This is an optimization exercise on Yosys and OpenROAD, whose aim is small area, a short achievable clock period and few clock cycles per item, not a production implementation.
Function was checked by simulation only, so behaviour that the tests miss may differ from the original.
Power is estimated from default activity; no workload was simulated.

==> flow/design.v, too long to show whole: its modules and the start of the top module <==
// module array_mul_top: 1971 lines
// module mul_fa: 4 lines
// module mul_ha: 4 lines
module array_mul_top (
   input  logic        clk,
   input  logic        arst_n,
   input  logic        in_valid,
   input  logic        para_mode,
   input  logic [15:0] a,
   input  logic [15:0] b,
   output logic        out_valid,
   output logic [31:0] p
);
  // ...
==> flow/run.sh <==
#!/bin/bash
# synth_recipe.tcl (not shown) runs the flow's synth.tcl, then flattens the netlist and writes it again
# the make line also repeats each setting of config.mk as NAME=value (left out here)
make -C /OpenROAD-flow-scripts/flow DESIGN_CONFIG=/design/flow/config.mk WORK_HOME=/design/flow/orfs CLKGATE_MAP_FILE= SYNTH_SCRIPT=/design/flow/synth_recipe.tcl finish
==> flow/config.mk <==
export PLATFORM = sky130hd
export DESIGN_NAME = array_mul_top
export DESIGN_NICKNAME = array_mul_top
export VERILOG_FILES = /design/flow/design.v
export SDC_FILE = /design/flow/constraint.sdc
export NUM_CORES = 4
export LEC_CHECK = 0
export ABC_AREA = 1
export CAP_MARGIN = 20
export CORE_MARGIN = 2
export CORE_UTILIZATION = 40
export SETUP_SLACK_MARGIN = 3.0
export SLEW_MARGIN = 20
export SYNTH_HIERARCHICAL = 1
export SYNTH_MINIMUM_KEEP_SIZE = 0
==> flow/constraint.sdc <==
create_clock -name core_clock -period 6.0 [get_ports {clk}]
set_input_delay 1.2000 -clock core_clock [delete_from_list [all_inputs] [get_ports {clk}]]
set_output_delay 1.2000 -clock core_clock [all_outputs]
set_load 0.01 [all_outputs]
==> results.txt, run 1 <==
Setup crit start para_mode; clk slew on worst S/H paths 0.07 ns; CP dominant cell by count fa_1; flip-flop and latch area 3260 µm²; switch share 0.401; num tapcells 335; Main power group combinational logic; maximum vdd ir drop 0.000241 V; RSZ-0062 raised after global routing true; Crit path largest cell delay 0.59 ns; kind of end point of the critical path register; final WL 21.8 mm; Core Area 25900 µm²; CP max FO 8; worst hold start p1_q1; met3 global-route usage 0.0310; Sink Count 162; routed len/inst 15.8 µm; status complete, no violations; synth unique cells 28; CTS Buf Count 17; routing usage on met1 0.237; synthesized area 10500 µm²; warnings from Yosys 7; CP Class primary input to register
Testbench counts, summed over its fixed seeds: cycles 4,008, items 4,000.
==> run 2, diff against run 1 <==
--- a/flow/design.v
+++ b/flow/design.v
@@ -924,17 +924,17 @@
    logic sm24;
    logic sm25;
    logic sm26;
    logic sm27;
    logic sm28;
    logic sm29;
    logic sm30;
    logic sm31;
-   logic hc2_q1;
+   logic fs5_q1;
    logic hs3_q1;
    logic hc3_q1;
    logic fs8_q1;
    logic fs9_q1;
    logic fc9_q1;
    logic fc13_q1;
    logic fs14_q1;
    logic fc14_q1;
@@ -1349,17 +1349,17 @@
    mul_fa u_fa0 (.x(pp_0_3), .y(pp_1_2), .z(pp_2_1), .s(fs0), .c(fc0));
    mul_fa u_ha1 (.x(pp_3_0), .y(hc0), .z(1'b1), .s(hs1), .c(hc1));
    mul_fa u_fa1 (.x(pp_0_4), .y(pp_1_3), .z(pp_2_2), .s(fs1), .c(fc1));
    mul_fa u_fa2 (.x(pp_3_1), .y(pp_4_0), .z(fc0), .s(fs2), .c(fc2));
    mul_fa u_ha2 (.x(fs1), .y(hc1), .z(1'b1), .s(hs2), .c(hc2));
    mul_fa u_fa3 (.x(pp_0_5), .y(pp_1_4), .z(pp_2_3), .s(fs3), .c(fc3));
    mul_fa u_fa4 (.x(pp_3_2), .y(pp_4_1), .z(pp_5_0), .s(fs4), .c(fc4));
    mul_fa u_fa5 (.x(fc1), .y(fs3), .z(fs4), .s(fs5), .c(fc5));
-   mul_fa u_ha3 (.x(fc2), .y(fs5), .z(1'b1), .s(hs3), .c(hc3));
+   mul_fa u_ha3 (.x(hc2), .y(fc2), .z(1'b1), .s(hs3), .c(hc3));
    mul_fa u_fa6 (.x(pp_0_6), .y(pp_1_5), .z(pp_2_4), .s(fs6), .c(fc6));
    mul_fa u_fa7 (.x(pp_3_3), .y(pp_4_2), .z(pp_5_1), .s(fs7), .c(fc7));
    mul_fa u_fa8 (.x(pp_6_0), .y(fc3), .z(fc4), .s(fs8), .c(fc8));
    mul_fa u_fa9 (.x(fs6), .y(fs7), .z(fc5), .s(fs9), .c(fc9));
    mul_fa u_ha4 (.x(fs8_q1), .y(hc3_q1), .z(1'b1), .s(hs4), .c(hc4));
    mul_fa u_fa10 (.x(pp_0_7), .y(pp_1_6), .z(pp_2_5), .s(fs10), .c(fc10));
    mul_fa u_fa11 (.x(pp_3_4), .y(pp_4_3), .z(pp_5_2), .s(fs11), .c(fc11));
    mul_fa u_fa12 (.x(pp_6_1), .y(pp_7_0), .z(fc6), .s(fs12), .c(fc12));
@@ -1557,20 +1557,20 @@
    mul_fa u_fa194 (.x(pp_14_15), .y(pp_15_14), .z(fc192), .s(fs194), .c(fc194));
    assign p0 = ~pp_0_0;
    assign g1 = pp_0_1 & pp_1_0;
    assign p1 = pp_0_1 ^ pp_1_0;
    assign g2 = pp_2_0 & hs0;
    assign p2 = pp_2_0 ^ hs0;
    assign g3 = fs0 & hs1;
    assign p3 = fs0 ^ hs1;
-   assign g4 = fs2 & hs2;
-   assign p4 = fs2 ^ hs2;
-   assign g5 = hc2_q1 & hs3_q1;
-   assign p5 = hc2_q1 ^ hs3_q1;
+   assign g4 = hs2 & fs2;
+   assign p4 = hs2 ^ fs2;
+   assign g5 = fs5_q1 & hs3_q1;
+   assign p5 = fs5_q1 ^ hs3_q1;
    assign g6 = fs9_q1 & hs4;
    assign p6 = fs9_q1 ^ hs4;
    assign g7 = hc4 & hs5;
    assign p7 = hc4 ^ hs5;
    assign g8 = fs20 & hs6;
    assign p8 = fs20 ^ hs6;
    assign g9 = hc6 & hs7;
    assign p9 = hc6 ^ hs7;
@@ -1762,17 +1762,17 @@
    assign sm25 = ~(p25_q2 ^ cg72);
    assign sm26 = ~(p26_q2 ^ cg73);
    assign sm27 = ~(p27_q2 ^ cg74);
    assign sm28 = ~(p28_q2 ^ cg75);
    assign sm29 = ~(p29_q2 ^ cg76);
    assign sm30 = ~(p30_q2 ^ cg77);
    assign sm31 = ~cg78;
    always_ff @(posedge clk) begin
-      hc2_q1 <= hc2;
+      fs5_q1 <= fs5;
       hs3_q1 <= hs3;
       hc3_q1 <= hc3;
       fs8_q1 <= fs8;
       fs9_q1 <= fs9;
       fc9_q1 <= fc9;
       fc13_q1 <= fc13;
       fs14_q1 <= fs14;
       fc14_q1 <= fc14;
==> flow/config.mk (replaced) <==
export PLATFORM = sky130hd
export DESIGN_NAME = array_mul_top
export DESIGN_NICKNAME = array_mul_top
export VERILOG_FILES = /design/flow/design.v
export SDC_FILE = /design/flow/constraint.sdc
export NUM_CORES = 4
export LEC_CHECK = 0
export CAP_MARGIN = 20
export CORE_MARGIN = 2
export CORE_UTILIZATION = 40
export SETUP_SLACK_MARGIN = 3.0
export SLEW_MARGIN = 20
export SYNTH_HIERARCHICAL = 1
export SYNTH_MINIMUM_KEEP_SIZE = 0
==> run 2 against run 1 <==
- still clean on timing, DRC and antenna
- synthesized cell count decreased by 9.0%
- power increased by 0.14%
- worst setup slack improved by 0.030 ns
- register-to-register slack got worse by 0.04 ns
- synthesized area decreased by 2.9%
- clock skew about the same
- fmax increased by 0.99%
- critical path type unchanged
- largest cell class unchanged
- largest power group unchanged
==> results.txt, run 2 <==
clock share of power 0.193 (was 0.187); vias in the first global route 6955 (was 7112); final WL 22.3 mm (was 21.8 mm); clk slew on worst S/H paths 0.07 ns (about the same); commonest non-fill, non-tap cell in the layout nand2_1 (unchanged); Synth Instances 888 (was 976); CP max FO 9 (was 8); warnings from Yosys 7 (unchanged); CP Class primary input to register (unchanged); # setup viols final 0 (unchanged); kind of end point of the critical path register (unchanged); top cell type by total area after synthesis fa_1 (unchanged); worst-skew pair later-pin latency 0.43 ns (about the same); via count 6189 (was 6508); met3 global-route usage 0.0366 (was 0.0310); Tcrit/Tclk final 0.498 (was 0.503); DR iter-0 viols 333 (was 361); synth unique cells 32 (was 28); top cells by area, synth fa_1 (42%), dfxtp_1 (31%), nand2_1 (9.4%), ha_1 (3.9%), buf_4 (2.4%) (was fa_1 (40%), dfxtp_1 (30%), nand2_1 (12%), ha_1 (3.8%), buf_4 (2.7%)); sequential fraction of design power 0.283 (was 0.281); switch share 0.380 (was 0.401); dpl ws 1.50 ns (was 1.79 ns); routability cong. 0.874 (was 0.863); most frequent cell after synthesis nand2_1 (unchanged); port bufs 68 (unchanged); Post-synth EDFFs 0 (unchanged); crit start category primary input (unchanged); Area Growth Syn to Fin 18.9% (was 18.0%); CTS Buf Count 17 (unchanged); P_int 3.57 mW (was 3.44 mW); Psw 2.19 mW (was 2.31 mW); Post-DP HPWL 16.2 mm (was 16.4 mm); fraction of layout cells with a size suffix above 1 0.263 (was 0.220); GRT Total Usage 0.181 (was 0.170); Max-cap violations 0 (unchanged); TNS Setup 0 ns (unchanged); arrival time worst endpoint 3.30 ns (was 3.32 ns); Top-Level Pins 69 (unchanged); Most flops, register vld (unchanged); Leak 4.41 nW (was 4.73 nW); routing usage on met1 0.244 (was 0.237); pin count of the biggest net entering global routing 21 (was 19); Sink Count 162 (unchanged); global-route wire length before repair 36.8 mm (was 36.9 mm); post-synth top area share 0.416 (was 0.404); antenna-violating nets left 0 (unchanged); Max clock buf depth 2 (unchanged); die width 164 µm (was 166 µm); pwr dens 475 nW/µm² (was 464 nW/µm²); gr busiest metal met2 (unchanged); vias per inst 4.86 (was 4.72); Die Y 164 µm (was 166 µm); synthesized area 10200 µm² (was 10500 µm²); Final WS setup 3.01 ns (was 2.98 ns); most frequent cells in the layout nand2_1 (232), dfxtp_1 (157), fa_1 (137) (was nand2_1 (290), dfxtp_1 (159), fa_1 (156)); Hold Fails Final Rpt 0 (unchanged); Root Driver clkbuf_16 (unchanged); Top FF cell, synth dfxtp_1 (unchanged); synth cell count leaders nand2_1 (255), fa_1 (212), dfxtp_1 (160), clkbuf_1 (64) (was nand2_1 (324), fa_1 (212), dfxtp_1 (160), inv_1 (59), buf_4 (38)); M2 GR Usage 0.296 (was 0.277); fmax 334 MHz (was 331 MHz); grt ovf 0 (unchanged); Comb power frac 0.525 (was 0.532); worst hold margin 0.328 ns (was 0.329 ns); post-layout min period 2.99 ns (was 3.02 ns); worst hold start p1_q1 (unchanged); row count 58 (was 59); sequential share of the synthesized area 0.319 (was 0.310); fin util 0.483 (was 0.478); maximum vdd ir drop 0.000231 V (was 0.000241 V); Final Max Tran Viols 0 (unchanged); routed len/inst 17.5 µm (was 15.8 µm); Setup crit start a[13] (was para_mode); status complete, no violations (unchanged); syn_area_per_cell 11.5 µm² (was 10.8 µm²); RSZ-0062 raised after global routing true (unchanged); Die ar. 26800 µm² (was 27600 µm²); WP data required 6.31 ns (was 6.30 ns); Worst Skew 0.0123 ns (was 0.0125 ns); Starting Density 0.406 (was 0.405); nets 1209 (was 1310); worst min path class register to register (unchanged); initial antenna violation count 0 (unchanged); Largest register FFs 2 (unchanged); FF+latch count, synth 162 (unchanged); CTS tree built (unchanged); post-synthesis async set-or-reset flop share 0.0123 (unchanged); H-tree depth 4 (unchanged); Core Area 25100 µm² (was 25900 µm²); FF-to-FF Start fs84_q1 (unchanged); Post-route DRC 0 (unchanged); TritonRoute pass-1 iters 6 (was 5)
## run 2: layout make-up
type	count	area, µm²
fill	2325	13000
clock buffer	17	425
antenna	1	2.50
sequential	162	3260
inverter	11	41.3
tap	330	413
clock inverter	15	199
multi-input combinational	633	6960
timing repair buffer	104	831
## run 2: path summary, 6_finish.rpt
path | end | slack, ns | depth (start not counted)
max | fs75_q1 | 3.01 | 7
min | p1_q2 | 0.33 | 0
max reg2reg | cg25_q2 | 3.04 | 8
min reg2reg | p1_q2 | 0.33 | 0
max in group asynchronous | vld[1] | 4.96 | 1
min in group asynchronous | vld[0] | 0.93 | 1
## run 2: per-layer routing
metal,share of wire,routed length (µm),vias up
li1,-,-,2758
met1,0.44,9730,3192
met2,0.49,10900,206
met3,0.056,1240,33
met4,0.018,409,0
met5,0,0,-
## run 2: cell families after synthesis
logic type	count (synthesis)	share of synthesized area
AO/OA/AOI/OAI	50	0.0346
adder cells (fa/ha/maj)	244	0.455
other	1	0.000368
flip-flops	162	0.319
AND/OR/NAND/NOR	301	0.120
XOR/XNOR	23	0.0197
buffers and inverters	107	0.0511
## run 2: critical path, stage by stage
cell and delay (ns):
buf_4 0.16, nor2b_4 0.28, buf_4 0.15, nand2_2 0.06, fa_2 0.43, fa_2 0.60
fa_1 0.41
## run 2: power groups by stage
stage | registers [mW] | logic, mW | clock network, mW
after floorplan | 1.61 | 2.22 | 0
after global placement | 1.64 | 2.81 | 0
after detailed placement | 1.65 | 2.83 | 0
after CTS | 1.63 | 3.01 | 1.14
after global routing | 1.67 | 3.44 | 1.19
final | 1.63 | 3.02 | 1.11
## run 2: per-stage QoR
step	instance area (µm²)	cells	total power [mW]
after floorplan	10800	902	3.83
after global placement	11100	1204	4.45
after detailed placement	11100	1204	4.48
after CTS	12100	1266	5.78
after global routing	12100	1272	6.30
final	12100	1273	5.76
## run 2: timing repair
action                     in CTS  in global routing
hold buffers                    0                  0
pin swaps                      14                 25
setup endpoints to repair     113                 42
buffers inserted               30                  6
resized for setup             215                 66
## run 2: per-module statistics from Yosys (local to each module, per instance)
module / cells / times used
mul_fa: 1 / 210
array_mul_top: 678 / 1
Testbench counts of run 2, summed over its fixed seeds: cycles 4,008, items 4,000.
==> run 3, diff against run 2 <==
--- a/flow/config.mk
+++ b/flow/config.mk
@@ -13,2 +13,3 @@
 export SYNTH_HIERARCHICAL = 1
 export SYNTH_MINIMUM_KEEP_SIZE = 0
+export TNS_END_PERCENT = 5
==> run 3 against run 2 <==
- die area is the same
- still clean
- first-iteration DRC count rose by 11%
- synthesized area did not move
- combinational power decreased by 5%
- final cell count decreased by 1.7%
- non-clock buffer count fell by 21
==> results.txt, run 3 <==
via count 6106 (was 6189); Root Driver clkbuf_16 (unchanged); antenna-violating nets left 0 (unchanged); Sink Count 162 (unchanged); Top-Level Pins 69 (unchanged); routability cong. 0.860 (was 0.874); Core Area 25100 µm² (unchanged); synth cell count leaders nand2_1 (255), fa_1 (212), dfxtp_1 (160), clkbuf_1 (64) (unchanged); Largest register FFs 2 (unchanged); sequential share of the synthesized area 0.319 (unchanged); Final WS setup 2.78 ns (was 3.01 ns); worst min path class register to register (unchanged); vias in the first global route 6665 (was 6955); commonest non-fill, non-tap cell in the layout nand2_1 (unchanged); Post-CTS Hold Fix Bufs 0 (unchanged); nets 1188 (was 1209); most frequent cells in the layout nand2_1 (248), fa_1 (206), dfxtp_1 (159) (was nand2_1 (232), dfxtp_1 (157), fa_1 (137)); Worst Skew 0.0112 ns (was 0.0123 ns); routed len/inst 17.2 µm (was 17.5 µm); final WL 21.6 mm (was 22.3 mm); Fill cells 2314 (was 2325); H-tree depth 4 (unchanged); CP dominant cell by count fa_1; Slew @ Worst Pin 0.515 ns; Die ar. 26800 µm² (unchanged); fraction of layout cells with a size suffix above 1 0.134 (was 0.263); Starting Density 0.406 (unchanged); synthesized area 10200 µm² (unchanged); status complete, no violations (unchanged); Total Power 5.62 mW (was 5.76 mW); most frequent cell after synthesis nand2_1 (unchanged); RSZ-0062 raised after global routing true (unchanged); CP max FO 9 (unchanged); number of diodes 0 (was 1); post-synthesis async set-or-reset flop share 0.0123 (unchanged); Cell Area, Placed 10900 µm² (was 11100 µm²); arrival time worst endpoint 3.53 ns (was 3.30 ns); Hold Fails Final Rpt 0 (unchanged); maximum vdd ir drop 0.000318 V (was 0.000231 V); pwr dens 478 nW/µm² (was 475 nW/µm²); kind of end point of the critical path register (unchanged); Leak 4.28 nW (was 4.41 nW); CP Class primary input to register (unchanged); Crit path largest cell delay 0.51 ns (was 0.60 ns); warnings from Yosys 7 (unchanged); port bufs 68 (unchanged); grt ovf 0 (unchanged); global-route wire length before repair 35.5 mm (was 36.8 mm); Slew HR 0.657; fmax 310 MHz (was 334 MHz); TritonRoute pass-1 iters 5 (was 6); placed cells 1205 (was 1204); Synth Instances 888 (unchanged); row count 58 (unchanged); top cell type by total area after synthesis fa_1 (unchanged); Post-DP HPWL 16.0 mm (was 16.2 mm); Post-route DRC 0 (unchanged); Die Y 164 µm (unchanged); Top FF cell, synth dfxtp_1 (unchanged); dpl ws 1.53 ns (was 1.50 ns); DR iter-0 viols 368 (was 333); CTS tree built (unchanged); Tcrit/Tclk final 0.537 (was 0.498); Post-Layout Cell Count 1251 (was 1273); Area Growth Syn to Fin 15.3% (was 18.9%); CTS Buf Count 17 (unchanged); synth unique cells 32 (unchanged); GRT Total Usage 0.176 (was 0.181); die width 164 µm (unchanged); Max clock buf depth 2 (unchanged); Post-synth EDFFs 0 (unchanged); TNS Setup 0 ns (unchanged); pin count of the biggest net entering global routing 21 (unchanged); Final Max Tran Viols 0 (unchanged); post-layout min period 3.22 ns (was 2.99 ns); critical-path cell list dlygate4sd2_1, nor2b_4, nand2_1, fa_1, fa_1, fa_1 (was buf_4, nor2b_4, buf_4, nand2_2, fa_2, fa_2, fa_1); initial antenna violation count 0 (unchanged); vias per inst 4.88 (was 4.86); crit start category primary input (unchanged); slowest stage cell, crit path fa_1 (was fa_2); top cells by area, synth fa_1 (42%), dfxtp_1 (31%), nand2_1 (9.4%), ha_1 (3.9%), buf_4 (2.4%) (unchanged); post-synth top area share 0.416 (unchanged); clk slew on worst S/H paths 0.07 ns (about the same); WP data required 6.31 ns (about the same); syn_area_per_cell 11.5 µm² (unchanged); Most flops, register vld (unchanged); Max-cap violations 0 (unchanged); design area 11800 µm² (was 12100 µm²); # setup viols final 0 (unchanged); worst-skew pair later-pin latency 0.43 ns (about the same); FF+latch count, synth 162 (unchanged)
run 3: cell counts after synthesis:
No cell type changed its count.
run 3: logic make-up after synthesis:
group                    Yosys count  synth area share
AO/OA/AOI/OAI                     50            0.0346
XOR/XNOR                          23            0.0197
adder cells (fa/ha/maj)          244             0.455
buffers and inverters            107            0.0511
flip-flops                       162             0.319
other                              1          0.000368
AND/OR/NAND/NOR                  301             0.120
run 3: worst paths after layout:
check	start	end	slack, ns	cells after the start
max	a[0]	fs75_q1	2.78	6
min	p0_q1	p0_q2	0.33	0
max reg2reg	fs85_q1	cg25_q2	2.82	8
min reg2reg	p0_q1	p0_q2	0.33	0
max in group asynchronous	arst_n	vld[0]	4.95	1
min in group asynchronous	arst_n	vld[1]	0.93	1
run 3: power by group:
part	switching, mW	internal (mW)
logic	1.44	1.44
clock network	0.544	0.575
registers	0.148	1.47
run 3: metrics by stage:
stage / hold WS, ns / utilization
2_1_floorplan: 0.310 / -
4_1_cts: 0.341 / 0.467
6_report: 0.334 / 0.469
3_3_place_gp: 0.311 / 0.434
5_1_grt: 0.346 / 0.469
3_5_place_dp: 0.312 / 0.434
run 3: timing repair:
| action | in CTS | in global routing |
|---|---|---|
| pin swaps | 0 | 8 |
| setup endpoints to repair | 112 | 70 |
| resized for setup | 172 | 11 |
| buffers inserted | 12 | 2 |
run 3: final cells by class:
class	instances	area (µm²)	share of cell area
inverters	11	41.3	0.00351
repair buffers	83	764	0.0650
multi-input cells	633	6670	0.567
flip-flops and latches	162	3250	0.277
well taps	330	413	0.0351
clock buffers	17	425	0.0362
clock inverters	15	194	0.0165
run 3: modules after synthesis (local to each module, per instance):
| module | area, µm² | cells inside |
|---|---|---|
| array_mul_top | 6000 | 678 |
| mul_fa | 20.0 | 1 |
run 3: metal layers:
layer  track usage  vias up  wire length, µm  share of wire
li1              -     2710                -              -
met1         0.239     3141             9310           0.43
met2         0.280      229            10400           0.48
met3        0.0460       26             1540          0.071
met4        0.0490        0              351          0.016
met5             0        -                0              0
run 3: worst max-delay path, delay by kind of cell:
kind / cells / cell delay (ns)
adder cells (fa/ha/maj): 3 / 1.41
buffers and inverters: 1 / 0.44
AND/OR/NAND/NOR: 2 / 0.47
==> run 4, diff against run 3 <==
--- a/flow/config.mk
+++ b/flow/config.mk
@@ -9,7 +9,8 @@
 export CORE_MARGIN = 2
 export CORE_UTILIZATION = 40
+export CTS_BUF_LIST = sky130_fd_sc_hd__clkbuf_8
+export CTS_CLUSTER_SIZE = 30
 export SETUP_SLACK_MARGIN = 3.0
 export SLEW_MARGIN = 20
 export SYNTH_HIERARCHICAL = 1
 export SYNTH_MINIMUM_KEEP_SIZE = 0
-export TNS_END_PERCENT = 5
==> run 4 against run 3 <==
- still clean
- die area unchanged
- non-clock buffer count increased by 22
- global-route usage increased by 0.28 points
- first-iteration DRC count decreased by 14%
- worst setup slack improved by 0.13 ns
- flip-flop and latch count unchanged
- power decreased by 4.4%
- utilization increased by 0.58 points
- clock power decreased by 26%
- sequential share of layout area decreased by 0.31 points
- critical path depth unchanged
- combinational power about the same
- critical path type is now register to output pin
- largest power group unchanged
- highest routed layer unchanged
==> results.txt, run 4 <==
status complete, no violations (unchanged); CTS tree built (unchanged); vias in the first global route 6918 (was 6665); fraction of layout cells with a size suffix above 1 0.262 (was 0.134); maximum vdd ir drop 0.000228 V (was 0.000318 V); TritonRoute pass-1 iters 5 (unchanged); post-synth top area share 0.416 (unchanged); Fill cells 2365 (was 2314); Top FF cell, synth dfxtp_1 (unchanged); kind of end point of the critical path output pin (was register); commonest non-fill, non-tap cell in the layout nand2_1 (unchanged); worst-skew pair later-pin latency 0.47 ns (was 0.43 ns); antenna-violating nets left 0 (unchanged); most frequent cell after synthesis nand2_1 (unchanged); most frequent cells in the layout nand2_1 (236), dfxtp_1 (158), fa_1 (137) (was nand2_1 (248), fa_1 (206), dfxtp_1 (159)); Post-synth EDFFs 0 (unchanged); Total Power 5.37 mW (was 5.62 mW); Sink Count 162 (unchanged); Top-Level Pins 69 (unchanged); routability cong. 0.874 (was 0.860); port bufs 68 (unchanged); placed cells 1204 (was 1205); vias per inst 4.84 (was 4.88); CTS Buf Count 17 (unchanged); Max clock buf depth 2 (unchanged); pin count of the biggest net entering global routing 21 (unchanged); GRT Total Usage 0.179 (was 0.176); post-synthesis async set-or-reset flop share 0.0123 (unchanged); worst min path class register to register (unchanged); TNS Setup 0 ns (unchanged); pwr dens 451 nW/µm² (was 478 nW/µm²); initial antenna violation count 0 (unchanged); synth cell count leaders nand2_1 (255), fa_1 (212), dfxtp_1 (160), clkbuf_1 (64) (unchanged); fmax 323 MHz (was 310 MHz); via count 6168 (was 6106); post-layout min period 3.09 ns (was 3.22 ns); CP Class register to output pin (was primary input to register); Max-cap violations 0 (unchanged); FF+latch count, synth 162 (unchanged); # setup viols final 0 (unchanged); Post-CTS Hold Fix Bufs 0 (unchanged); clk slew on worst S/H paths 0.10 ns (was 0.07 ns); Tcrit/Tclk final 0.515 (was 0.537); top cells by area, synth fa_1 (42%), dfxtp_1 (31%), nand2_1 (9.4%), ha_1 (3.9%), buf_4 (2.4%) (unchanged); top cell type by total area after synthesis fa_1 (unchanged); Root Driver clkbuf_8 (was clkbuf_16); Most flops, register vld (unchanged); arrival time worst endpoint 1.89 ns (was 3.53 ns); Die Y 164 µm (unchanged); Largest register FFs 2 (unchanged); row count 58 (unchanged); global-route wire length before repair 36.4 mm (was 35.5 mm); Starting Density 0.406 (unchanged); Final Max Tran Viols 0 (unchanged); grt ovf 0 (unchanged); crit start category register (was primary input); DR iter-0 viols 318 (was 368); Area Growth Syn to Fin 16.8% (was 15.3%); Leak 4.33 nW (was 4.28 nW); WP data required 4.80 ns (was 6.31 ns); Core Area 25100 µm² (unchanged); CP max FO 8 (was 9); die width 164 µm (unchanged); final WL 22.1 mm (was 21.6 mm); syn_area_per_cell 11.5 µm² (unchanged); routed len/inst 17.3 µm (was 17.2 µm); Die ar. 26800 µm² (unchanged); Synth Instances 888 (unchanged); warnings from Yosys 7 (unchanged); Worst Skew 0.0170 ns (was 0.0112 ns); H-tree depth 4 (unchanged); synth unique cells 32 (unchanged); Post-DP HPWL 16.2 mm (was 16.0 mm); Hold Fails Final Rpt 0 (unchanged); sequential share of the synthesized area 0.319 (unchanged); RSZ-0062 raised after global routing true (unchanged); nets 1210 (was 1188); synthesized area 10200 µm² (unchanged); Post-route DRC 0 (unchanged); Post-Layout Cell Count 1274 (was 1251)
## run 4: repair_timing
item                       CTS  global route
setup endpoints to repair  110            40
buffers inserted            24            13
gates resized for setup    204            53
pin swaps                   18            14
## run 4: worst paths after layout
path | cells after the start | from | to | slack, ns
max | 6 | cg55_q2 | p[27] | 2.91
min | 0 | p1_q1 | p1_q2 | 0.33
max reg2reg | 8 | fs84_q1 | cg25_q2 | 3.03
min reg2reg | 0 | p1_q1 | p1_q2 | 0.33
max in group asynchronous | 1 | arst_n | vld[0] | 5.00
min in group asynchronous | 1 | arst_n | vld[1] | 0.88
## run 4: per-stage QoR
stage	cell area, µm²	worst slack, ns	util	hold WS [ns]
after global routing	11900	2.81	0.474	0.332
after floorplan	10800	2.75	-	0.310
after CTS	11900	2.84	0.472	0.335
after global placement	11100	1.58	0.442	0.313
after detailed placement	11100	1.50	0.442	0.315
final	11900	2.91	0.474	0.333
## run 4: cells by family after synthesis
group | Yosys count | share of synthesized area
and+or+nand+nor | 301 | 0.120
adders and majority gates | 244 | 0.455
DFF | 162 | 0.319
buffers and inverters | 107 | 0.0511
AOI/OAI and AO/OA | 50 | 0.0346
xor gates and xnor gates | 23 | 0.0197
other | 1 | 0.000368
## run 4: Yosys stat by module (local to each module, per instance)
module / area (µm²) / cells / flops+latches / copies in the design
array_mul_top: 6000 / 678 / 162 / 1
mul_fa: 20.0 / 1 / 0 / 210
## run 4: report_power, final
part           internal [mW]  switching (mW)  total (mW)
registers               1.48           0.154        1.63
clock network          0.329           0.502       0.831
logic                   1.45            1.46        2.91
total                   3.26            2.12        5.37
## run 4: worst max-delay path, cell delays in order, from the launching register on
cell and delay (ns):
dfxtp_4 0.37, a21o_4 0.24, a21o_4 0.27, buf_6 0.13, a21oi_2 0.12, xor2_1 0.15, buf_2 0.15
## run 4: area by class of cell
cell class              count  area, µm²  share of cell area
clock buffers              17        234              0.0196
well taps                 330        413              0.0347
repair buffers            105        827              0.0694
multi-input cells         633       6940               0.582
clock inverters            15        199              0.0167
diodes                      1       2.50            0.000210
inverters                  11       41.3             0.00347
flip-flops and latches    162       3260               0.274
## run 4: layer usage
layer	GRT usage	part of all wire	vias up
met4	0.0558	0.014	0
met3	0.0356	0.058	31
met2	0.288	0.49	192
met5	0	0	-
li1	-	-	2760
met1	0.244	0.44	3185
==> run 5, diff against run 4 <==
--- a/flow/config.mk
+++ b/flow/config.mk
@@ -9,7 +9,5 @@
 export CORE_MARGIN = 2
 export CORE_UTILIZATION = 40
-export CTS_BUF_LIST = sky130_fd_sc_hd__clkbuf_8
-export CTS_CLUSTER_SIZE = 30
-export SETUP_SLACK_MARGIN = 3.0
+export SETUP_SLACK_MARGIN = 2.7
 export SLEW_MARGIN = 20
 export SYNTH_HIERARCHICAL = 1
==> run 5 against run 4 <==
- still clean on timing, DRC and antenna
- via count shrank 1.8%
- final cell count fell by 1.9%
- fmax down 4.7%
- clock power is 37% higher
- flip-flop and latch count unchanged
- synthesized cell count did not move
- worst hold slack better by 0.0031 ns
- critical path depth decreased by 1
- synthesized area unchanged
- largest cell class unchanged
- utilization is 1.0 points lower
- count of clock-buffer cells in the layout did not move
==> results.txt, run 5 <==
most frequent cell after synthesis nand2_1 (unchanged); CP max FO 16 (was 8); Fill cells 2337 (was 2365); Comb power frac 0.503 (was 0.542); pwr dens 477 nW/µm² (was 451 nW/µm²); vias in the first global route 6652 (was 6918); Sink Count 162 (unchanged); Root Driver clkbuf_16 (was clkbuf_8); via count 6060 (was 6168); GRT Total Usage 0.174 (was 0.179); nets 1187 (was 1210); Largest register FFs 2 (unchanged); row count 58 (unchanged); RSZ-0062 raised after global routing true (unchanged); Setup crit start b[14] (was cg55_q2); Psw 2.10 mW (was 2.12 mW); routability cong. 0.887 (was 0.874); FF-to-FF Start fs85_q1 (was fs84_q1); post-layout min period 3.24 ns (was 3.09 ns); grt ovf 0 (unchanged); Leak 4.28 nW (was 4.33 nW); fmax 308 MHz (was 323 MHz); port bufs 68 (unchanged); pin count of the biggest net entering global routing 20 (was 21); Tcrit/Tclk final 0.541 (was 0.515); switch share 0.379 (was 0.394); Post-DP HPWL 15.8 mm (was 16.2 mm); final WL 21.3 mm (was 22.1 mm); Synth Instances 888 (unchanged); number of diodes 0 (was 1); TNS Setup 0 ns (unchanged); Die ar. 26800 µm² (unchanged); fraction of layout cells with a size suffix above 1 0.112 (was 0.262); Top-Level Pins 69 (unchanged); synthesized area 10200 µm² (unchanged); DR iter-0 viols 337 (was 318); Hold Fails Final Rpt 0 (unchanged); maximum vdd ir drop 0.000241 V (was 0.000228 V); worst-skew pair later-pin latency 0.44 ns (was 0.47 ns); routed len/inst 17.1 µm (was 17.3 µm); clock share of power 0.206 (was 0.155); H-tree depth 4 (unchanged); kind of end point of the critical path register (was output pin); Top FF cell, synth dfxtp_1 (unchanged); Cell Area, Placed 10900 µm² (was 11100 µm²); synth unique cells 32 (unchanged); Core Area 25100 µm² (unchanged); initial antenna violation count 0 (unchanged); global-route wire length before repair 35.2 mm (was 36.4 mm); CP Class primary input to register (was register to output pin); Area Growth Syn to Fin 14.3% (was 16.8%); warnings from Yosys 7 (unchanged); top cells by area, synth fa_1 (42%), dfxtp_1 (31%), nand2_1 (9.4%), ha_1 (3.9%), buf_4 (2.4%) (unchanged); commonest non-fill, non-tap cell in the layout nand2_1 (unchanged); status complete, no violations (unchanged); # setup viols final 0 (unchanged); antenna-violating nets left 0 (unchanged); sequential share of the synthesized area 0.319 (unchanged); TritonRoute pass-1 iters 4 (was 5); synth cell count leaders nand2_1 (255), fa_1 (212), dfxtp_1 (160), clkbuf_1 (64) (unchanged); post-synthesis async set-or-reset flop share 0.0123 (unchanged); vias per inst 4.85 (was 4.84); P_int 3.45 mW (was 3.26 mW); clk slew on worst S/H paths 0.07 ns (was 0.10 ns); WP data required 6.31 ns (was 4.80 ns); crit start category primary input (was register); CTS tree built (unchanged); design area 11700 µm² (was 11900 µm²); Max-cap violations 0 (unchanged); CTS Buf Count 17 (unchanged); post-synth top area share 0.416 (unchanged); arrival time worst endpoint 3.55 ns (was 1.89 ns); top cell type by total area after synthesis fa_1 (unchanged); Final Max Tran Viols 0 (unchanged); Post-synth EDFFs 0 (unchanged); FF+latch count, synth 162 (unchanged); worst min path class register to register (unchanged); Max clock buf depth 2 (unchanged); most frequent cells in the layout nand2_1 (255), fa_1 (211), dfxtp_1 (160) (was nand2_1 (236), dfxtp_1 (158), fa_1 (137)); Post-route DRC 0 (unchanged); Most flops, register vld (unchanged); sequential fraction of design power 0.292 (was 0.303); Worst Skew 0.0143 ns (was 0.0170 ns); Starting Density 0.406 (unchanged); Die Y 164 µm (unchanged); Slew @ Worst Pin 0.735 ns; Slew HR 0.510; die width 164 µm (unchanged); syn_area_per_cell 11.5 µm² (unchanged); worst hold start sm2_q1 (was p1_q1)
run 5: cell families (layout without fill, tap and decap cells):
| logic type | count (synthesis) | after routing | synth area share |
|---|---|---|---|
| compound gates | 50 | 50 | 0.0346 |
| xor+xnor | 23 | 23 | 0.0197 |
| fa+ha+maj | 244 | 244 | 0.455 |
| buf+inv | 107 | 125 | 0.0511 |
| flops | 162 | 162 | 0.319 |
| other cells | 1 | 15 | 0.000368 |
| simple gates | 301 | 301 | 0.120 |
run 5: worst max-delay path, cell delays in order:
cell and delay, ns:
dlygate4sd2_1 0.67, nand2_1 0.17, fa_1 0.52, fa_1 0.55, fa_1 0.43
run 5: per-layer routing:
| layer | GRT usage | vias to the layer above | share of wire |
|---|---|---|---|
| li1 | - | 2709 | - |
| met1 | 0.235 | 3089 | 0.43 |
| met2 | 0.275 | 232 | 0.48 |
| met3 | 0.0409 | 30 | 0.068 |
| met4 | 0.0618 | 0 | 0.021 |
| met5 | 0 | - | 0 |
run 5: per-stage QoR:
stage | setup slack [ns] | utilization | total power [mW] | hold slack, ns | cells
floorplan | 2.69 | - | 3.79 | 0.310 | 902
global placement | 1.55 | 0.433 | 4.43 | 0.311 | 1204
detailed placement | 1.46 | 0.433 | 4.48 | 0.317 | 1204
CTS | 2.66 | 0.466 | 5.62 | 0.336 | 1247
global route | 2.67 | 0.464 | 6.09 | 0.344 | 1250
finish | 2.76 | 0.464 | 5.56 | 0.336 | 1250
run 5: final cells by class:
cell class | instances | area [µm²] | area share
inverters | 11 | 41.3 | 0.00354
clock inverters | 15 | 208 | 0.0178
repair buffers | 82 | 682 | 0.0585
clock buffers | 17 | 425 | 0.0365
multi-input cells | 633 | 6640 | 0.569
well taps | 330 | 413 | 0.0354
flip-flops and latches | 162 | 3250 | 0.279
run 5: final timing paths:
path                            end  cells past startpoint  slack [ns]
max in group asynchronous    vld[1]                      1        4.96
min reg2reg                  sm2_q2                      0        0.34
max reg2reg                 cg25_q2                      8        2.83
min in group asynchronous    vld[0]                      1        0.92
min                          sm2_q2                      0        0.34
max                        fs125_q1                      5        2.76
run 5: Yosys stat by module (local to each module, per instance):
module,flops+latches,copies in the design
array_mul_top,162,1
mul_fa,0,210
run 5: power groups by stage:
stage	logic, mW	registers, mW	clock network, mW
global placement	2.79	1.64	0
global route	3.22	1.66	1.21
floorplan	2.18	1.61	0
CTS	2.82	1.63	1.17
finish	2.79	1.62	1.14
detailed placement	2.83	1.65	0
run 5: what timing repair did:
action / CTS / global route
hold buffers: 0 / 0
resized for setup: 101 / 40
endpoints found under the setup margin: 94 / 45
pin swaps: 0 / 2
buffers inserted: 11 / 3
==> run 6, diff against run 5 <==
--- a/flow/config.mk
+++ b/flow/config.mk
@@ -8,6 +8,7 @@
 export CAP_MARGIN = 20
 export CORE_MARGIN = 2
-export CORE_UTILIZATION = 40
-export SETUP_SLACK_MARGIN = 2.7
+export CORE_UTILIZATION = 60
+export PLACE_DENSITY = 0.8
+export SETUP_SLACK_MARGIN = 3.0
 export SLEW_MARGIN = 20
 export SYNTH_HIERARCHICAL = 1
==> run 6 against run 5 <==
- sequential share of layout area down 0.79 points
- critical endpoint is now p[29]
- flip-flop and latch count unchanged
- largest cell class unchanged
- global-route usage up 8.6 points
- routed wire length up 4.2%
- still clean on timing, DRC and antenna
- final area up 3.1%
- register-to-register slack better by 0.20 ns
- final cell count down 6.7%
- utilization up 26 points
- worst hold slack worse by 0.0076 ns
==> results.txt, run 6 <==
warnings from Yosys 7 (unchanged); fraction of layout cells with a size suffix above 1 0.264 (was 0.112); grt ovf 0 (unchanged); Worst Skew 0.00678 ns (was 0.0143 ns); via count 6473 (was 6060); CP dominant cell by count a21o_4 (was fa_1); CTS tree built (unchanged); Top FF cell, synth dfxtp_1 (unchanged); Synth Instances 888 (unchanged); commonest non-fill, non-tap cell in the layout nand2_1 (unchanged); CTS Buf Count 17 (unchanged); synth cell count leaders nand2_1 (255), fa_1 (212), dfxtp_1 (160), clkbuf_1 (64) (unchanged); post-synthesis async set-or-reset flop share 0.0123 (unchanged); Post-DP HPWL 15.5 mm (was 15.8 mm); top cells by area, synth fa_1 (42%), dfxtp_1 (31%), nand2_1 (9.4%), ha_1 (3.9%), buf_4 (2.4%) (unchanged); Tcrit/Tclk final 0.513 (was 0.541); vias per inst 5.55 (was 4.85); antenna-violating nets left 0 (unchanged); number of diodes 0 (unchanged); RSZ-0062 raised after global routing true (unchanged); Starting Density 0.615 (was 0.406); arrival time worst endpoint 1.88 ns (was 3.55 ns); Die ar. 18100 µm² (was 26800 µm²); Leak 4.44 nW (was 4.28 nW); Final Max Tran Viols 0 (unchanged); status complete, no violations (unchanged); Hold Fails Final Rpt 0 (unchanged); Post-CTS Hold Fix Bufs 0 (unchanged); most frequent cell after synthesis nand2_1 (unchanged); post-synth top area share 0.416 (unchanged); CP Class register to output pin (was primary input to register); port bufs 68 (unchanged); Total Power 5.75 mW (was 5.56 mW); Crit path largest cell delay 0.36 ns (was 0.67 ns); Most flops, register vld (unchanged); Max-cap violations 0 (unchanged); worst min path class register to register (unchanged); CP max FO 8 (was 16); maximum vdd ir drop 0.000339 V (was 0.000241 V); slowest stage cell, crit path dfxtp_4 (was dlygate4sd2_1); Top delay family on crit path compound AO/OA/AOI/OAI gates (was adder cells); global-route wire length before repair 35.1 mm (was 35.2 mm); pwr dens 478 nW/µm² (was 477 nW/µm²); H-tree depth 4 (unchanged); Die Y 134 µm (was 164 µm); routability cong. 0.929 (was 0.887); syn_area_per_cell 11.5 µm² (unchanged); fmax 325 MHz (was 308 MHz); Post-synth EDFFs 0 (unchanged); routed len/inst 19.1 µm (was 17.1 µm); buffers and inverters on the worst path 2 (was 1); kind of end point of the critical path output pin (was register); synthesized area 10200 µm² (unchanged); TNS Setup 0 ns (unchanged); critical-path cell list a21o_4, a21o_4, buf_6, a21oi_4, xor2_1, buf_2 (was dlygate4sd2_1, nand2_1, fa_1, fa_1, fa_1); # setup viols final 0 (unchanged); Top-Level Pins 69 (unchanged); sequential share of the synthesized area 0.319 (unchanged); synth unique cells 32 (unchanged); fin util 0.725 (was 0.464); most frequent cells in the layout nand2_1 (233), dfxtp_1 (157), fa_1 (136) (was nand2_1 (255), fa_1 (211), dfxtp_1 (160)); top cell type by total area after synthesis fa_1 (unchanged); Core Area 16600 µm² (was 25100 µm²); crit start category register (was primary input); Max clock buf depth 2 (unchanged); worst-skew pair later-pin latency 0.43 ns (was 0.44 ns); Area Growth Syn to Fin 17.8% (was 14.3%); pin count of the biggest net entering global routing 17 (was 20); FF+latch count, synth 162 (unchanged); final WL 22.2 mm (was 21.3 mm); row count 47 (was 58); vias in the first global route 6946 (was 6652); Sink Count 162 (unchanged); Largest register FFs 2 (unchanged); GRT Total Usage 0.260 (was 0.174); DR iter-0 viols 595 (was 337); initial antenna violation count 0 (unchanged); WP data required 4.80 ns (was 6.31 ns); Root Driver clkbuf_16 (unchanged); nets 1213 (was 1187); TritonRoute pass-1 iters 5 (was 4); Post-route DRC 0 (unchanged); post-layout min period 3.08 ns (was 3.24 ns); clk slew on worst S/H paths 0.06 ns (was 0.07 ns); die width 134 µm (was 164 µm)
## run 6: cell counts after synthesis
No cell type changed its count.
## run 6: layout make-up
class                      count  area (µm²)
clock inverter                14         171
tap                          220         275
sequential                   162        3260
clock buffer                  18         439
fill                        1070        4560
multi-input combinational    633        6940
timing repair buffer         108         897
inverter                      11        41.3
## run 6: layer usage
metal,track usage,up-vias,wire length (µm)
met5,0,-,0
met4,0.0871,0,639
met3,0.0847,82,2450
met2,0.427,437,10900
met1,0.328,3195,8250
li1,-,2759,-
## run 6: logic make-up (layout without fill, tap and decap cells)
logic type                 Yosys count  count (layout)  synth area share
DFF                                162             162             0.319
and+or+nand+nor                    301             301             0.120
AOI/OAI and AO/OA                   50              50            0.0346
other                                1              15          0.000368
adders and majority gates          244             244             0.455
xor gates and xnor gates            23              23            0.0197
buffers and inverters              107             151            0.0511
## run 6: modules after synthesis, one instance, submodules excluded
| module | flip-flops and latches | area, µm² | times used |
|---|---|---|---|
| mul_fa | 0 | 20.0 | 210 |
| array_mul_top | 162 | 6000 | 1 |
## run 6: worst register-to-register path: cells and delay by family (launching register included)
kind,cells,cell delay (ns)
AO/OA/AOI/OAI,3,0.49
adder cells (fa/ha/maj),5,2.08
flip-flops,1,0.32
## run 6: timing repair
action                     4_1_cts  5_1_grt
buffers inserted                25       14
gates cloned                     0        1
setup endpoints to repair      113       29
resized for setup              224       51
pin swaps                       17       23
## run 6: per-stage QoR
step	std cells	hold slack, ns	area [µm²]	worst slack (ns)
floorplan	902	0.310	10800	2.75
global placement	1094	0.310	11000	1.60
detailed placement	1094	0.313	11000	1.55
CTS	1151	0.328	11900	2.88
global route	1166	0.332	12000	2.85
finish	1166	0.329	12000	2.92
## run 6: final timing paths
| path | start | endpoint | slack (ns) | depth (start not counted) |
|---|---|---|---|---|
| worst max-delay path | cg55_q2 | p[29] | 2.92 | 6 |
| worst min-delay path | p0_q1 | p0_q2 | 0.33 | 0 |
| worst max register to register | fs86_q1 | cg25_q2 | 3.03 | 8 |
| worst min register to register | p0_q1 | p0_q2 | 0.33 | 0 |
| max in group asynchronous | arst_n | vld[0] | 4.95 | 1 |
| min in group asynchronous | arst_n | vld[1] | 0.93 | 1 |
## run 6: power by group
group | internal (mW) | total (mW) | switching [mW]
combinational | 1.51 | 3.00 | 1.49
sequential | 1.48 | 1.63 | 0.154
clock | 0.640 | 1.12 | 0.477
==> run 7, diff against run 6 <==
--- a/flow/config.mk
+++ b/flow/config.mk
@@ -9,5 +9,4 @@
 export CORE_MARGIN = 2
 export CORE_UTILIZATION = 60
-export PLACE_DENSITY = 0.8
 export SETUP_SLACK_MARGIN = 3.0
 export SLEW_MARGIN = 20
==> run 7 against run 6 <==
- first-iteration DRC count shrank 19%
- combinational power rose by 4%
- sequential power hardly changed
- final cell count increased by 0.43%
- sequential share of layout area about the same
- count of clock-buffer cells in the layout did not move
- critical endpoint is now p[31]
- largest cell class unchanged
==> results.txt, run 7 <==
vias in the first global route 7226 (was 6946); design area 12000 µm² (about the same); crit start category register (unchanged); reg2reg end cg25_q2 (unchanged); H-tree depth 4 (unchanged); WP data required 4.80 ns (about the same); Post-synth EDFFs 0 (unchanged); antenna-violating nets left 0 (unchanged); status complete, no violations (unchanged); pin count of the biggest net entering global routing 18 (was 17); TritonRoute pass-1 iters 6 (was 5); worst-skew pair later-pin latency 0.43 ns (about the same); worst min path class register to register (unchanged); FF+latch count, synth 162 (unchanged); Crit path depth 5 (was 6); reg2reg setup slack 3.03 ns (about the same); critical-path cell list a21o_4, a21o_4, buf_4, a21oi_2, clkdlybuf4s15_1 (was a21o_4, a21o_4, buf_6, a21oi_4, xor2_1, buf_2); vias per inst 5.50 (was 5.55); Tcrit/Tclk final 0.501 (was 0.513); Die Y 134 µm (unchanged); nets 1218 (was 1213); main combinational cell family by area after synthesis adder cells (unchanged); Post-CTS Hold Fix Bufs 0 (unchanged); Total Power 5.80 mW (was 5.75 mW); global-route wire length before repair 37.5 mm (was 35.1 mm); synthesized area 10200 µm² (unchanged); CP max FO 8 (unchanged); synth unique cells 32 (unchanged); Root Driver clkbuf_16 (unchanged); Top FF cell, synth dfxtp_1 (unchanged); maximum vdd ir drop 0.000488 V (was 0.000339 V); post-layout min period 3.01 ns (was 3.08 ns); worst hold margin 0.331 ns (was 0.329 ns); fmax 332 MHz (was 325 MHz); Hold Fails Final Rpt 0 (unchanged); TNS Setup 0 ns (unchanged); final WL 22.9 mm (was 22.2 mm); CTS Buf Count 17 (unchanged); R2R depth 8 (unchanged); post-synthesis simple-gate area fraction 0.120 (unchanged); port bufs 68 (unchanged); kind of end point of the critical path output pin (unchanged); post-synthesis mux area share 0 (unchanged); buffers and inverters on the worst path 2 (unchanged); routability cong. 0.938 (was 0.929); WHS Endpoint p0_q2 (unchanged); Leak 4.43 nW (was 4.44 nW); Post-DP HPWL 16.8 mm (was 15.5 mm); warnings from Yosys 7 (unchanged); DR iter-0 viols 484 (was 595); via count 6445 (was 6473); Top delay family on crit path compound AO/OA/AOI/OAI gates (unchanged); arrival time worst endpoint 1.81 ns (was 1.88 ns); sequential share of the synthesized area 0.319 (unchanged); row count 47 (unchanged); Top-Level Pins 69 (unchanged); grt ovf 0 (unchanged); CP Class register to output pin (unchanged); routed len/inst 19.5 µm (was 19.1 µm); clk slew on worst S/H paths 0.06 ns (about the same); Fill cells 1199 (was 1070); Starting Density 0.615 (unchanged); CTS tree built (unchanged); Crit path largest cell delay 0.36 ns (about the same); Cell Area, Placed 11000 µm² (about the same); fin util 0.726 (was 0.725); pwr dens 482 nW/µm² (was 478 nW/µm²); Synth Area in Adders 0.455 (unchanged); GRT Total Usage 0.277 (was 0.260); Largest register FFs 2 (unchanged); die width 134 µm (unchanged); FF-to-FF Start fs84_q1 (was fs86_q1); Die ar. 18100 µm² (unchanged); number of diodes 0 (unchanged); slowest stage cell, crit path dfxtp_4 (unchanged); Post-route DRC 0 (unchanged); hold path cells 0 (unchanged); top cells by area, synth fa_1 (42%), dfxtp_1 (31%), nand2_1 (9.4%), ha_1 (3.9%), buf_4 (2.4%) (unchanged); Max clock buf depth 2 (unchanged); Most flops, register vld (unchanged); # setup viols final 0 (unchanged); compound-gate portion of the synthesized area 0.0346 (unchanged); Final Max Tran Viols 0 (unchanged); syn_area_per_cell 11.5 µm² (unchanged); top cell type by total area after synthesis fa_1 (unchanged); Area Growth Syn to Fin 18.0% (was 17.8%); worst hold start p0_q1 (unchanged); Sink Count 162 (unchanged); RSZ-0062 raised after global routing true (unchanged); XOR/XNOR share of the synthesized area 0.0197 (unchanged); most frequent cells in the layout nand2_1 (233), dfxtp_1 (157), fa_1 (135) (was nand2_1 (233), dfxtp_1 (157), fa_1 (136)); Worst Skew 0.0202 ns (was 0.00678 ns); initial antenna violation count 0 (unchanged); Max-cap violations 0 (unchanged); Synth Instances 888 (unchanged); post-synthesis async set-or-reset flop share 0.0123 (unchanged); synth cell count leaders nand2_1 (255), fa_1 (212), dfxtp_1 (160), clkbuf_1 (64) (unchanged); Core Area 16600 µm² (unchanged); fraction of layout cells with a size suffix above 1 0.275 (was 0.264); most frequent cell after synthesis nand2_1 (unchanged); post-synth top area share 0.416 (unchanged); commonest non-fill, non-tap cell in the layout nand2_1 (unchanged); CP dominant cell by count a21o_4 (unchanged)
-- run 7: Yosys stat by module, one instance, submodules excluded --
module,cells inside,area [µm²],copies in the design,flops+latches
array_mul_top,678,6000,1,162
mul_fa,1,20.0,210,0
-- run 7: worst reg2reg max path, cell delays in order (launching register included) --
cell and delay (ns):
dfxtp_1 0.31, fa_1 0.56, fa_2 0.46, fa_2 0.39, fa_2 0.39, ha_4 0.25, a21o_1 0.19, a21o_1 0.17
a21o_1 0.15
-- run 7: timing repair --
action,CTS,global route
buffers inserted,29,15
endpoints found under the setup margin,113,40
pin swaps,16,23
gates resized for setup,220,75
-- run 7: per-layer routing --
layer	global-route usage	routed length, µm	vias up
met5	0	0	-
met4	0.0848	514	0
met3	0.0729	1990	43
met2	0.442	11100	316
met1	0.379	9270	3313
li1	-	-	2773
-- run 7: final cells by class --
class | count | area, µm² | share of cell area
Sequential cell | 162 | 3260 | 0.271
Clock inverter | 14 | 153 | 0.0127
Clock buffer | 18 | 429 | 0.0357
Inverter | 11 | 41.3 | 0.00343
Timing Repair Buffer | 113 | 925 | 0.0768
Multi-Input combinational cell | 633 | 6950 | 0.578
Tap cell | 220 | 275 | 0.0229
-- run 7: worst max path at each step --
stage | endpoint | from
finish | p[31] | cg55_q2
global route | cg25_q2 | fs84_q1
CTS | p[22] | cg55_q2
detailed placement | fs87_q1 | para_mode
global placement | fs100_q1 | para_mode
floorplan | fs75_q1 | a[11]
-- run 7: kinds of logic after synthesis --
kind of cell    Yosys count
buf+inv                 107
flops                   162
fa+ha+maj               244
simple gates            301
other cells               1
xor+xnor                 23
compound gates           50
-- run 7: where the power goes --
part           switching [mW]  total, mW  internal, mW
logic                    1.56       3.11          1.55
registers               0.159       1.64          1.48
clock network           0.470       1.05         0.584
total                    2.19       5.80          3.62
-- run 7: through the flow --
step,instances,setup WS (ns)
6_report,1171,2.99
5_1_grt,1171,2.93
4_1_cts,1156,2.81
3_5_place_dp,1095,1.44
3_3_place_gp,1095,1.52
2_1_floorplan,902,2.75
==> run 8, diff against run 7 <==
--- a/flow/config.mk
+++ b/flow/config.mk
@@ -8,5 +8,7 @@
 export CAP_MARGIN = 20
 export CORE_MARGIN = 2
-export CORE_UTILIZATION = 60
+export CORE_UTILIZATION = 40
+export CTS_BUF_LIST = sky130_fd_sc_hd__clkbuf_4 sky130_fd_sc_hd__clkbuf_8
+export CTS_CLUSTER_SIZE = 20
 export SETUP_SLACK_MARGIN = 3.0
 export SLEW_MARGIN = 20
==> run 8 against run 7 <==
- fmax decreased by 2.7%
- first-iteration DRC count shrank 34%
- synthesized area stayed put
- final cell count is 8.8% higher
- die area grew 48%
- utilization shrank 25 points
- routed wire length fell by 3.5%
- via count down 4.3%
- largest power group unchanged
- worst setup slack got worse by 0.082 ns
- count of clock-buffer cells in the layout decreased by 1
- highest routed layer unchanged
- global-route usage is 9.9 points lower
- sequential power about the same
==> results.txt, run 8 <==
status complete, no violations (unchanged); port bufs 68 (unchanged); post-layout min period 3.09 ns (was 3.01 ns); Cell Area, Placed 11100 µm² (was 11000 µm²); Most flops, register vld (unchanged); Post-DP HPWL 16.2 mm (was 16.8 mm); Worst Skew 0.0170 ns (was 0.0202 ns); grt ovf 0 (unchanged); R2R depth 8 (unchanged); CP dominant cell by count a21o_4 (unchanged); pwr dens 451 nW/µm² (was 482 nW/µm²); reg2reg setup slack 3.03 ns (about the same); WHS Endpoint p1_q2 (was p0_q2); WP data required 4.80 ns (about the same); CTS Buf Count 17 (unchanged); commonest non-fill, non-tap cell in the layout nand2_1 (unchanged); clk slew on worst S/H paths 0.10 ns (was 0.06 ns); Area Growth Syn to Fin 16.8% (was 18.0%); Top FF cell, synth dfxtp_1 (unchanged); reg2reg end cg25_q2 (unchanged); Die ar. 26800 µm² (was 18100 µm²); nets 1210 (was 1218); crit start category register (unchanged); Starting Density 0.406 (was 0.615); Final WS setup 2.91 ns (was 2.99 ns); kind of end point of the critical path output pin (unchanged); design area 11900 µm² (was 12000 µm²); sequential share of the synthesized area 0.319 (unchanged); Synth Instances 888 (unchanged); CP max FO 8 (unchanged); DR iter-0 viols 318 (was 484); synth cell count leaders nand2_1 (255), fa_1 (212), dfxtp_1 (160), clkbuf_1 (64) (unchanged); Fill cells 2365 (was 1199); synth unique cells 32 (unchanged); Leak 4.33 nW (was 4.43 nW); Crit path largest cell delay 0.37 ns (was 0.36 ns); hold path cells 0 (unchanged); fraction of layout cells with a size suffix above 1 0.262 (was 0.275); row count 58 (was 47); Post-route DRC 0 (unchanged); Max clock buf depth 2 (unchanged); initial antenna violation count 0 (unchanged); CTS tree built (unchanged); Root Driver clkbuf_8 (was clkbuf_16); RSZ-0062 raised after global routing true (unchanged); dpl ws 1.50 ns (was 1.44 ns); Final Max Tran Viols 0 (unchanged); synthesized area 10200 µm² (unchanged); Die Y 164 µm (was 134 µm); top cells by area, synth fa_1 (42%), dfxtp_1 (31%), nand2_1 (9.4%), ha_1 (3.9%), buf_4 (2.4%) (unchanged); most frequent cell after synthesis nand2_1 (unchanged); syn_area_per_cell 11.5 µm² (unchanged); vias in the first global route 6918 (was 7226); placed cells 1204 (was 1095); Total Power 5.37 mW (was 5.80 mW); CP Class register to output pin (unchanged); antenna-violating nets left 0 (unchanged); most frequent cells in the layout nand2_1 (236), dfxtp_1 (158), fa_1 (137) (was nand2_1 (233), dfxtp_1 (157), fa_1 (135)); Top-Level Pins 69 (unchanged); routability cong. 0.874 (was 0.938); worst hold margin 0.333 ns (was 0.331 ns); Max-cap violations 0 (unchanged); Largest register FFs 2 (unchanged); post-synthesis async set-or-reset flop share 0.0123 (unchanged); worst-skew pair later-pin latency 0.47 ns (was 0.43 ns); Setup crit start cg55_q2 (unchanged); worst hold start p1_q1 (was p0_q1); arrival time worst endpoint 1.89 ns (was 1.81 ns); slowest stage cell, crit path dfxtp_4 (unchanged); Core Area 25100 µm² (was 16600 µm²); worst min path class register to register (unchanged); Post-Layout Cell Count 1274 (was 1171); critical-path cell list a21o_4, a21o_4, buf_6, a21oi_2, xor2_1, buf_2 (was a21o_4, a21o_4, buf_4, a21oi_2, clkdlybuf4s15_1); fmax 323 MHz (was 332 MHz); FF+latch count, synth 162 (unchanged); top cell type by total area after synthesis fa_1 (unchanged); fin util 0.474 (was 0.726); global-route wire length before repair 36.4 mm (was 37.5 mm); final WL 22.1 mm (was 22.9 mm); maximum vdd ir drop 0.000228 V (was 0.000488 V); GRT Total Usage 0.179 (was 0.277); Post-synth EDFFs 0 (unchanged); warnings from Yosys 7 (unchanged); Hold Fails Final Rpt 0 (unchanged); routed len/inst 17.3 µm (was 19.5 µm); # setup viols final 0 (unchanged); H-tree depth 4 (unchanged); post-synth top area share 0.416 (unchanged); Tcrit/Tclk final 0.515 (was 0.501); TritonRoute pass-1 iters 5 (was 6); pin count of the biggest net entering global routing 21 (was 18); FF-to-FF Start fs84_q1 (unchanged); die width 164 µm (was 134 µm); TNS Setup 0 ns (unchanged); vias per inst 4.84 (was 5.50); via count 6168 (was 6445); Sink Count 162 (unchanged)
## run 8: cell counts after synthesis
Identical to the previous run, type by type.
## run 8: what timing repair did
action                     CTS  global route
hold buffers                 0             0
setup buffers               24            13
gates resized for setup    204            53
setup endpoints to repair  110            40
pin swaps                   18            14
hold endpoints to repair     0             0
## run 8: per-layer routing
| metal | up-vias | part of all wire | GRT usage |
|---|---|---|---|
| li1 | 2760 | - | - |
| met1 | 3185 | 0.44 | 0.244 |
| met2 | 192 | 0.49 | 0.288 |
| met3 | 31 | 0.058 | 0.0356 |
| met4 | 0 | 0.014 | 0.0558 |
| met5 | - | 0 | 0 |
## run 8: worst max-delay path: cells and delay by family, from the launching register on
kind                   cells  cell delay (ns)
AO/OA/AOI/OAI              3             0.63
buffers and inverters      2             0.28
XOR/XNOR                   1             0.15
flip-flops                 1             0.37
## run 8: modules after synthesis, one instance, submodules excluded
| module | area [µm²] | flops+latches | times used | cells inside |
|---|---|---|---|---|
| array_mul_top | 6000 | 162 | 1 | 678 |
| mul_fa | 20.0 | 0 | 210 | 1 |
## run 8: cell type report
cell class | instances | area, µm² | share of cell area
clock inverter | 15 | 199 | 0.0167
multi-input combinational | 633 | 6940 | 0.582
antenna | 1 | 2.50 | 0.000210
timing repair buffer | 105 | 827 | 0.0694
tap | 330 | 413 | 0.0347
clock buffer | 17 | 234 | 0.0196
sequential | 162 | 3260 | 0.274
inverter | 11 | 41.3 | 0.00347
## run 8: how the worst max path moves through the flow
stage	cells after the start	end	slack, ns
after floorplan	7	fs75_q1	2.75
after global placement	6	fs125_q1	1.58
after detailed placement	6	fs125_q1	1.50
after CTS	6	p[30]	2.84
after global routing	6	p[30]	2.81
final	6	p[27]	2.91
## run 8: cells by family (layout without fill, tap and decap cells)
family / after synthesis / count (layout) / share of synthesized area
XOR/XNOR: 23 / 23 / 0.0197
buffers and inverters: 107 / 148 / 0.0511
adder cells (fa/ha/maj): 244 / 244 / 0.455
flip-flops: 162 / 162 / 0.319
AND/OR/NAND/NOR: 301 / 301 / 0.120
AO/OA/AOI/OAI: 50 / 50 / 0.0346
other: 1 / 16 / 0.000368
## run 8: power breakdown
group          internal [mW]  switching (mW)
Sequential              1.48           0.154
Combinational           1.45            1.46
Clock                  0.329           0.502
Total                   3.26            2.12
==> run 9, diff against run 8 <==
==> flow/flow/run.sh (new file) <==
#!/bin/bash
# Own layout flow: the standard flow (standard.sh, unchanged synthesis and steps), with the
# port buffers that global placement inserts made of sky130_fd_sc_hd__buf_2 instead of the
# cell buffer_ports picks by default. make's full output goes to orfs_make.log here; each
# ORFS step also keeps its own log under orfs/logs/.
set -euo pipefail
bash standard.sh "BUFFER_PORTS_ARGS=-buffer_cell sky130_fd_sc_hd__buf_2" finish > orfs_make.log 2>&1
==> flow/standard.sh (new file) <==
#!/bin/bash
# synth_recipe.tcl (not shown) runs the flow's synth.tcl, then flattens the netlist and writes it again
# the make line also repeats each setting of config.mk as NAME=value (left out here)
make -C /OpenROAD-flow-scripts/flow DESIGN_CONFIG=/design/flow/config.mk WORK_HOME=/design/flow/orfs CLKGATE_MAP_FILE= SYNTH_SCRIPT=/design/flow/synth_recipe.tcl "${@:-finish}"
--- a/flow/config.mk
+++ b/flow/config.mk
@@ -9,6 +9,4 @@
 export CORE_MARGIN = 2
 export CORE_UTILIZATION = 40
-export CTS_BUF_LIST = sky130_fd_sc_hd__clkbuf_4 sky130_fd_sc_hd__clkbuf_8
-export CTS_CLUSTER_SIZE = 20
 export SETUP_SLACK_MARGIN = 3.0
 export SLEW_MARGIN = 20
removed: flow/run.sh
==> run 9 against run 8 <==
- global-route usage rose by 0.14 points
- die area did not move
- worst hold slack got worse by 0.010 ns
- power rose by 6.5%
- first-iteration DRC count rose by 21%
- fmax rose by 3.3%
- critical path depth rose by 1
- combinational power barely moved
- sequential power barely moved
- utilization rose by 0.47 points
==> results.txt, run 9 <==
WP data required 6.30 ns (was 4.80 ns); Largest register FFs 2 (unchanged); Leak 4.42 nW (was 4.33 nW); critical-path cell list buf_12, nor2b_4, buf_4, nand2_2, fa_1, fa_2, fa_2 (was a21o_4, a21o_4, buf_6, a21oi_2, xor2_1, buf_2); H-tree depth 4 (unchanged); TNS Setup 0 ns (unchanged); die width 164 µm (unchanged); CTS tree built (unchanged); routability cong. 0.820 (was 0.874); synthesized area 10200 µm² (unchanged); Max-cap violations 0 (unchanged); Tcrit/Tclk final 0.499 (was 0.515); Final Max Tran Viols 0 (unchanged); worst min path class register to register (unchanged); Starting Density 0.406 (unchanged); DR iter-0 viols 385 (was 318); Most flops, register vld (unchanged); commonest non-fill, non-tap cell in the layout nand2_1 (unchanged); most frequent cell after synthesis nand2_1 (unchanged); flip-flop and latch area 3260 µm² (about the same); Top delay family on crit path adder cells (was compound AO/OA/AOI/OAI gates); global-route wire length before repair 36.2 mm (was 36.4 mm); Core Area 25100 µm² (unchanged); TritonRoute pass-1 iters 9 (was 5); CP max FO 16 (was 8); kind of end point of the critical path register (was output pin); Die Y 164 µm (unchanged); # setup viols final 0 (unchanged); arrival time worst endpoint 3.29 ns (was 1.89 ns); buffers and inverters on the worst path 2 (unchanged); antenna-violating nets left 0 (unchanged); Crit path largest cell delay 0.56 ns (was 0.37 ns); Top FF cell, synth dfxtp_1 (unchanged); syn_area_per_cell 11.5 µm² (unchanged); pwr dens 476 nW/µm² (was 451 nW/µm²); synth cell count leaders nand2_1 (255), fa_1 (212), dfxtp_1 (160), clkbuf_1 (64) (unchanged); Die ar. 26800 µm² (unchanged); Hold Fails Final Rpt 0 (unchanged); Post-DP HPWL 16.3 mm (was 16.2 mm); Top-Level Pins 69 (unchanged); maximum vdd ir drop 0.000218 V (was 0.000228 V); worst hold margin 0.323 ns (was 0.333 ns); status complete, no violations (unchanged); Post-Layout Cell Count 1272 (was 1274); Post-route DRC 0 (unchanged); area of the multi-input gates 6950 µm² (was 6940 µm²); pin count of the biggest net entering global routing 23 (was 21); fraction of layout cells with a size suffix above 1 0.295 (was 0.262); top cells by area, synth fa_1 (42%), dfxtp_1 (31%), nand2_1 (9.4%), ha_1 (3.9%), buf_4 (2.4%) (unchanged); Area Growth Syn to Fin 17.9% (was 16.8%); final WL 22.2 mm (was 22.1 mm); CP Class primary input to register (was register to output pin); GRT Total Usage 0.180 (was 0.179); Max clock buf depth 2 (unchanged); FF+latch count, synth 162 (unchanged); crit start category primary input (was register); post-synthesis async set-or-reset flop share 0.0123 (unchanged); sequential share of the synthesized area 0.319 (unchanged); fmax 334 MHz (was 323 MHz); port bufs 68 (unchanged); placed cells 1204 (unchanged); initial antenna violation count 0 (unchanged); routed len/inst 17.5 µm (was 17.3 µm); clk slew on worst S/H paths 0.08 ns (was 0.10 ns); CP dominant cell by count fa_2 (was a21o_4); grt ovf 0 (unchanged); Root Driver clkbuf_16 (was clkbuf_8); Final WS setup 3.01 ns (was 2.91 ns); row count 58 (unchanged); Fill cells 2284 (was 2365); slowest stage cell, crit path fa_2 (was dfxtp_4); via count 6214 (was 6168); synth unique cells 32 (unchanged); vias per inst 4.89 (was 4.84); most frequent cells in the layout nand2_1 (232), dfxtp_1 (156), fa_1 (135) (was nand2_1 (236), dfxtp_1 (158), fa_1 (137)); RSZ-0062 raised after global routing true (unchanged); post-synth top area share 0.416 (unchanged); top cell type by total area after synthesis fa_1 (unchanged); number of diodes 0 (was 1); worst-skew pair later-pin latency 0.43 ns (was 0.47 ns); Worst Skew 0.0121 ns (was 0.0170 ns); Synth Instances 888 (unchanged); Sink Count 162 (unchanged); warnings from Yosys 7 (unchanged); CTS Buf Count 17 (unchanged); vias in the first global route 6872 (was 6918); post-layout min period 2.99 ns (was 3.09 ns); Post-synth EDFFs 0 (unchanged); dpl ws 2.07 ns (was 1.50 ns); nets 1209 (was 1210)
[run 9: timing repair]
item,CTS,global route
hold buffers,0,0
endpoints found under the setup margin,63,26
setup buffers,19,17
pin swaps,15,25
gates resized for setup,56,35
[run 9: per-module statistics from Yosys (local to each module, per instance)]
| module | flops+latches | times used |
|---|---|---|
| mul_fa | 0 | 210 |
| array_mul_top | 162 | 1 |
[run 9: path summary, 6_finish.rpt]
kind                       startpoint       to  slack (ns)  depth (start not counted)
setup / recovery            para_mode  fs34_q1        3.01                          7
min in group asynchronous      arst_n   vld[1]        0.54                          1
hold reg to reg                 p1_q1    p1_q2        0.32                          0
max in group asynchronous      arst_n   vld[0]        5.37                          1
setup reg to reg              fs87_q1  cg25_q2        3.01                          8
hold / removal                  p1_q1    p1_q2        0.32                          0
[run 9: cell type report]
| cell class | count | area share |
|---|---|---|
| multi-input cells | 633 | 0.578 |
| flip-flops and latches | 162 | 0.271 |
| repair buffers | 104 | 0.0594 |
| clock buffers | 17 | 0.0354 |
| well taps | 330 | 0.0343 |
| clock inverters | 15 | 0.0187 |
| inverters | 11 | 0.00343 |
[run 9: cell families after synthesis]
family,Yosys count,share of synthesized area
other,1,0.000368
adders and majority gates,244,0.455
xor gates and xnor gates,23,0.0197
DFF,162,0.319
buffers and inverters,107,0.0511
and+or+nand+nor,301,0.120
AOI/OAI and AO/OA,50,0.0346
[run 9: report_power, final]
group | total [mW] | leakage (nW) | internal (mW) | switching, mW
clock network | 1.16 | 0.313 | 0.592 | 0.571
registers | 1.62 | 1.36 | 1.48 | 0.146
logic | 2.94 | 2.75 | 1.45 | 1.49
[run 9: metrics by stage]
step | instance area [µm²] | util | power, mW
detailed placement | 10800 | 0.428 | 4.34
finish | 12000 | 0.479 | 5.72
CTS | 11800 | 0.469 | 5.74
floorplan | 10800 | - | 3.83
global placement | 10800 | 0.428 | 4.28
global route | 12000 | 0.479 | 6.28
[run 9: metal layers]
metal | vias up | global-route usage | routed length, µm
met2 | 251 | 0.296 | 10900
li1 | 2755 | - | -
met4 | 0 | 0.0526 | 344
met3 | 35 | 0.0412 | 1560
met1 | 3173 | 0.239 | 9430
met5 | - | 0 | 0

[what the ideal ports hide]
The flow's constraints put no driver on any port. The routed layouts listed below were extracted and timed again, unchanged, in two steps. Step 1 sets driving cells, clkbuf_16 on the clock port and buf_2 on the other inputs (assumed; they add their load-dependent delay and slew). Step 2, shift: input delay + t, output delay - t, t = (earliest + latest rising clock arrival at the registers) / 2. This alone moves slack from input paths to output paths. Slacks: no drivers / after step 1 / after step 2; pairs: no drivers / after step 1.
| run | t, ns | slack for setup (ns) |
|---|---|---|
| run 1 | 0.480 | 2.980 / 2.979 / 2.499 |
| run 2 | 0.481 | 3.009 / 2.981 / 2.540 |
| run 3 | 0.469 | 2.777 / 2.796 / 2.327 |
| run 4 | 0.504 | 2.909 / 2.865 / 2.539 |
| run 5 | 0.476 | 2.756 / 2.783 / 2.308 |
| run 6 | 0.470 | 2.923 / 2.878 / 2.499 |
| run 7 | 0.464 | 2.991 / 2.946 / 2.552 |
| run 8 | 0.504 | 2.909 / 2.865 / 2.539 |
| run 9 | 0.474 | 3.008 / 2.993 / 2.519 |
After both steps every run listed still meets setup and hold.
